Context: an optimization exercise on an open-source flow, tuned for small area, a short achievable clock period and few clock cycles per item. The choices shown serve that exercise and are no tape-out recipe. The RTL was checked by simulation tests, not by an equivalence proof against the original design.

## flow/design.v (module list and top-level ports; edited modules follow where they fit)
// module pbfn_mac25: 781 lines
// module pbfn_sq31: 818 lines
// module pbfn_queue: 37 lines
// module pbfn_front: 116 lines
// module pbfn_sq_stage: 53 lines
// module pbfn_sqrt_stage: 83 lines
// module pbfn_srt_stage: 99 lines
// module pbfn_norm: 127 lines
// module polygon_best_fit_normal: 70 lines
module polygon_best_fit_normal #(
    parameter int COORD_BITS   = pbfn_pkg::COORD_BITS_DEF,
    parameter int MAX_VERTICES = pbfn_pkg::MAX_VERTICES_DEF
) (
    input  logic       i_clk,
    input  logic       i_rst_n,
    input  logic       i_vtx_valid,
    output logic       o_vtx_ready,
    input  logic signed [COORD_BITS-1:0] i_vtx_x,
    input  logic signed [COORD_BITS-1:0] i_vtx_y,
    input  logic signed [COORD_BITS-1:0] i_vtx_z,
    input  logic       i_vtx_last,
    output logic       o_nrm_valid,
    input  logic       i_nrm_ready,
    output logic signed [pbfn_pkg::NRM_W-1:0] o_nrm_x,
    output logic signed [pbfn_pkg::NRM_W-1:0] o_nrm_y,
    output logic signed [pbfn_pkg::NRM_W-1:0] o_nrm_z,
    output logic       o_nrm_degenerate
);
  // ...
==> flow/run.sh <==
#!/bin/bash
# synth_recipe.tcl (not shown) runs the flow's synth.tcl, then flattens the netlist and writes it again
# the make line also repeats each setting of config.mk as NAME=value (left out here)
make -C /OpenROAD-flow-scripts/flow DESIGN_CONFIG=/design/flow/config.mk WORK_HOME=/design/flow/orfs CLKGATE_MAP_FILE= SYNTH_SCRIPT=/design/flow/synth_recipe.tcl finish
==> flow/config.mk <==
export PLATFORM = sky130hd
export DESIGN_NAME = polygon_best_fit_normal
export DESIGN_NICKNAME = polygon_best_fit_normal
export VERILOG_FILES = /design/flow/design.v
export SDC_FILE = /design/flow/constraint.sdc
export NUM_CORES = 4
export LEC_CHECK = 0
export ABC_CLOCK_PERIOD_IN_PS = 5500
export CAP_MARGIN = 20
export CORE_MARGIN = 2
export CORE_UTILIZATION = 40
export SETUP_SLACK_MARGIN = 5
export SLEW_MARGIN = 20
==> flow/constraint.sdc <==
create_clock -name core_clock -period 11.0 [get_ports {i_clk}]
set_input_delay 2.2000 -clock core_clock [delete_from_list [all_inputs] [get_ports {i_clk}]]
set_output_delay 2.2000 -clock core_clock [all_outputs]
set_load 0.01 [all_outputs]
==> run notes, run 1 <==
Cell Rows roughly 270; post-detailed-placement cell area between 200000 and 250000 sq um; cell depth of the worst setup path 47; overall via count from detail_route roughly 180k; registers with the highest flip-flop counts u_norm.g_sqrt.u_st.r_pl (306), u_queue.r_mem (306), u_norm.g_div.u_st.r_ws (204); final non-filler cell total 31.7k; most common cell in the netlist sky130_fd_sc_hd__nand2_1; launching point of the worst reg2reg path u_norm.g_div[1].u_st.r_ws[30]; Max Fanout on Critical Path 4; capturing instance or port of the critical path u_norm.r_nrm[30]; number of CTS-inserted buffers 296; most used cells in the layout excluding fill and tap cells sky130_fd_sc_hd__nand2_1, sky130_fd_sc_hd__inv_1, sky130_fd_sc_hd__edfxtp_1; starting density of the core 0.402; core utilization of the finished layout 0.505; Overall Global Routing Usage 0.272; master cell of the clock root buffer sky130_fd_sc_hd__clkbuf_16; sinks on the clock net ~2.5k; top_reg_cell synth sky130_fd_sc_hd__edfxtp_1; average wire per standard cell ~25 um; first-pass GRT wire length about 1200000 um; Layout Nets 27.2k; worst-case headroom to the max-slew limit 0.181; unrepaired setup endpoints after global routing yes; maximum number of pins on one net before global-route repair between 150 and 200; crit path max-delay cell type sky130_fd_sc_hd__fa_2; Congestion Overflow GR 0; relative area of non-clock buffer cells in the final design 0.0906; result of the run complete, no violations; most common cell after layout, fill and taps aside sky130_fd_sc_hd__nand2_1; number of inserted diodes 19; uppermost metal layer occupied by signal nets met5; first-iteration detailed-routing DRC count slightly below 20k
Testbench counts, summed over its fixed seeds: cycles 5,953, polygons 900.
==> run 2: changes to the inputs <==
--- a/flow/config.mk
+++ b/flow/config.mk
@@ -6,8 +6,6 @@
 export NUM_CORES = 4
 export LEC_CHECK = 0
-export ABC_CLOCK_PERIOD_IN_PS = 5500
 export CAP_MARGIN = 20
 export CORE_MARGIN = 2
 export CORE_UTILIZATION = 40
-export SETUP_SLACK_MARGIN = 5
 export SLEW_MARGIN = 20
==> run 2 against run 1 <==
- worst setup slack worse by 0.23 ns
- register-to-register slack lost 0.23 ns
- critical path depth rose by 4
- still clean
- routed wire length fell by 8.8%
- flip-flop and latch count stayed put
==> run notes, run 2 <==
result of the run complete, no violations; post-synth design cell area about 220000 sq um; Max Fanout on Critical Path 6 (+2); synthesized netlist net count between 20k and 30k; Final Cycle Share 0.946; final routed DRC violation total 0; number of flip-flops and latches in the synthesized netlist approximately 2.5k; Post-Syn Instances roughly 23k; top_reg_cell synth sky130_fd_sc_hd__edfxtp_1; worst-case headroom to the max-slew limit 0.129 (-0.0518); first-pass GRT wire length 1070000 um (-6.6%); Placeable Area roughly 540000 sq um; clock tree skew after final layout a little under 0.09 ns; Final Instance Area ~240000 sq um; synth top area cells sky130_fd_sc_hd__edfxtp_1, sky130_fd_sc_hd__fa_1, sky130_fd_sc_hd__dfxtp_1, sky130_fd_sc_hd__ha_1, sky130_fd_sc_hd__nand2_1; Layout Nets 25.7k (-5.6%); HPWL reported at the end of detailed placement between 500000 and 600000 um; multiplexer share of the synthesized area 0.0449; Cell Rows 269 (unchanged); Placed Instances between 20k and 30k; average wire per standard cell 23.5 um (-4.3%); slew of the pin with the lowest slew margin around 1.3 ns; maximum number of pins on one net before global-route repair 200 (+23%); most used cells in the layout excluding fill and tap cells sky130_fd_sc_hd__nand2_1, sky130_fd_sc_hd__inv_1, sky130_fd_sc_hd__fa_1; starting density of the core 0.402 (unchanged); Detailed Route WL 711000 um; type of element capturing the critical path register; most common cell in the netlist sky130_fd_sc_hd__nand2_1; number of warnings issued by yosys 9; P&R area growth vs syn 9.77%; Synth async-reset ratio 0; die outline height between 700 and 800 um; minimum clock period between 10 and 15 ns; total of max-cap violations 0; adder-cell share of the synthesized area 0.232; master cell of the clock root buffer sky130_fd_sc_hd__clkbuf_16; critical path data arrival time ~11 ns; part of the Yosys area used for sequential elements 0.306; share of Yosys cell area claimed by the top area cell type 0.235; largest family of logic cells by synthesized area adder cells; width of the chip approximately 740 um; registers with the highest flip-flop counts u_norm.g_sqrt.u_st.r_pl (306), u_queue.r_mem (306), u_norm.g_div.u_st.r_ws (204); weighted congestion at the end of routability-driven global placement just under 1; TritonCTS clock tree built; port bufs between 150 and 200; simple-gate share of the synthesized area 0.128; Final Hold Fails 0; initial antenna violation count 31; required time at the worst-slack endpoint approximately 12 ns; crit path max-delay cell type sky130_fd_sc_hd__fa_1; most prevalent standard cell on the critical path sky130_fd_sc_hd__a21o_1; overall via count from detail_route 170k (-6.9%); number of CTS-inserted buffers 288 (-2.7%); cts-stage hold buffer count 0; number of vias per cell after detailed routing between 5 and 6; post-detailed-placement cell area 227000 sq um (+0.18%); count of unique library cells instantiated by Yosys roughly 130; Congestion Overflow GR 0 (unchanged); leading post-synthesis cells by instance count sky130_fd_sc_hd__nand2_1, sky130_fd_sc_hd__inv_1, sky130_fd_sc_hd__fa_1; htree depth 5; Worst Setup Path Type register to register; final slew viol count 0; number of buffers between clock root and the deepest sink 4; most common cell after layout, fill and taps aside sky130_fd_sc_hd__nand2_1; Overall Global Routing Usage 0.254 (-0.0185); final non-filler cell total 30.2k (-4.7%); top achievable clock speed between 90 and 100 MHz; Yosys top cell by area sky130_fd_sc_hd__edfxtp_1; via count of the first global-routing pass 170k; fraction of layout cells with a size suffix above 1 0.0757; maximum cell stage delay along the critical path a little under 0.6 ns; Compound-Gate Fraction of Synth Area 0.147; sinks on the clock net 2458 (unchanged); post-route ant nets 0; IO Count ~180; fill cell instance count of the final layout 51.9k; Die Footprint between 500000 and 600000 sq um; count of endpoints failing setup in the final report 0; synthesized area per cell approximately 9.3 sq um; first-iteration detailed-routing DRC count 16.2k (-16%); launching element type of the critical path register; core utilization of the finished layout 0.441 (-0.0634); number of flops mapped to enable cells by yosys around 1.7k; worst hold path type register to register; Synth Area in XOR/XNOR 0.0736; clock network latency to the later pin of the worst-skew pair 1.00 ns; number of search-and-repair iterations in the first detailed-routing pass 10; clock-pin slew on the worst setup and hold paths ~0.08 ns
run 2: cell count changes in the layout (fill, tap and decap cells not counted), moves of 172 or more:
cell,delta
sky130_fd_sc_hd__a21oi_1,+286
sky130_fd_sc_hd__a21oi_2,-212
sky130_fd_sc_hd__fa_2,-226
sky130_fd_sc_hd__fa_1,+226
sky130_fd_sc_hd__o21ai_1,-172
sky130_fd_sc_hd__nand2_1,+408
sky130_fd_sc_hd__buf_12,-178
sky130_fd_sc_hd__nor2_1,+186
sky130_fd_sc_hd__buf_4,-696
sky130_fd_sc_hd__o21ai_0,+466
sky130_fd_sc_hd__o21ai_2,-237
sky130_fd_sc_hd__nand2_2,-284
sky130_fd_sc_hd__buf_6,-447
run 2: layout make-up:
class	count	area [sq um]	area share
diodes	43	108	0.000454
clock inverters	142	1620	0.00683
inverters	2315	8720	0.0368
repair buffers	868	7090	0.0299
multi-input cells	16800	136000	0.575
flip-flops and latches	2458	66200	0.279
well taps	7181	8980	0.0379
clock buffers	386	8050	0.0340
run 2: timing repair:
| item | in CTS | in global routing |
|---|---|---|
| buffers inserted | 0 | 15 |
| resized for setup | 3 | 69 |
| cloned | 0 | 2 |
| setup endpoints to repair | 3 | 36 |
| hold endpoints to repair | 0 | 0 |
| pin swaps | 1 | 29 |
run 2: metal layers:
layer | up-vias | GRT usage | wire length [um]
met2 | 7120 | 0.419 | 333000
met1 | 83700 | 0.320 | 283000
li1 | 77900 | - | -
met4 | 8 | 0.133 | 42400
met3 | 1676 | 0.0396 | 52000
met5 | - | 0 | 52
run 2: worst max-delay path, delay by kind of cell, from the launching register on:
kind | cells | cell delay (ns)
AOI/OAI and AO/OA | 17 | 2.98
buffers and inverters | 10 | 1.24
xor gates and xnor gates | 5 | 0.86
DFF | 1 | 0.41
muxes | 1 | 0.15
adders and majority gates | 8 | 2.98
and+or+nand+nor | 10 | 1.49
run 2: kinds of logic after synthesis:
logic type	Yosys count
xor+xnor	1811
mux	932
simple gates	6232
flops	2458
compound gates	4955
buf+inv	3838
fa+ha+maj	2895
run 2: final timing paths:
check / start / end / slack [ns] / cells past startpoint
hold reg to reg: u_norm.u_sq.r_pl[0] / u_norm.g_sqrt[0].u_st.r_pl[0] / 0.40 / 0
setup / recovery: u_norm.g_div[1].u_st.r_wc[65] / u_norm.r_nrm[60] / 0.60 / 51
setup reg to reg: u_norm.g_div[1].u_st.r_wc[65] / u_norm.r_nrm[60] / 0.60 / 51
hold / removal: u_norm.u_sq.r_pl[0] / u_norm.g_sqrt[0].u_st.r_pl[0] / 0.40 / 0
run 2: through the flow:
stage / hold slack, ns / setup TNS (ns) / worst slack (ns)
6_report: 0.396 / 0 / 0.597
5_1_grt: 0.408 / -0.0199 / -0.00983
4_1_cts: 0.390 / 0 / 0.0271
3_5_place_dp: 0.405 / -0.0725 / -0.0415
3_3_place_gp: 0.401 / -0.0343 / -0.0267
2_1_floorplan: 0.400 / 0 / 0.00453

## separate check: timing with driven ports
In the flow no input, the clock included, has a driving cell. The finished layouts below were timed again as built, in two steps.
Step 1, drivers: a clkbuf_16 drives i_clk and a buf_2 each remaining input, both assumed.
Step 2 adds t to the input delays and takes it off the output delays; t is the mean of the earliest and latest rising clock arrival at the registers after step 1. Input paths then give back, and output paths get back, about the clock's delay inside the block.
Slacks: ideal ports / drivers / drivers and shift; pairs: ideal ports / drivers.
| run | t (ns) | slack for setup (ns) | slew at the worst register clock pin (ns) | pins driven straight from the clock port |
|---|---|---|---|---|
| run 1 | 1.094 | 0.824 / 0.824 / 0.824 | 0.07 / 0.07 | 1 |
| run 2 | 1.076 | 0.597 / 0.597 / 0.597 | 0.08 / 0.08 | 1 |
After both steps setup and hold are still met in every run listed.
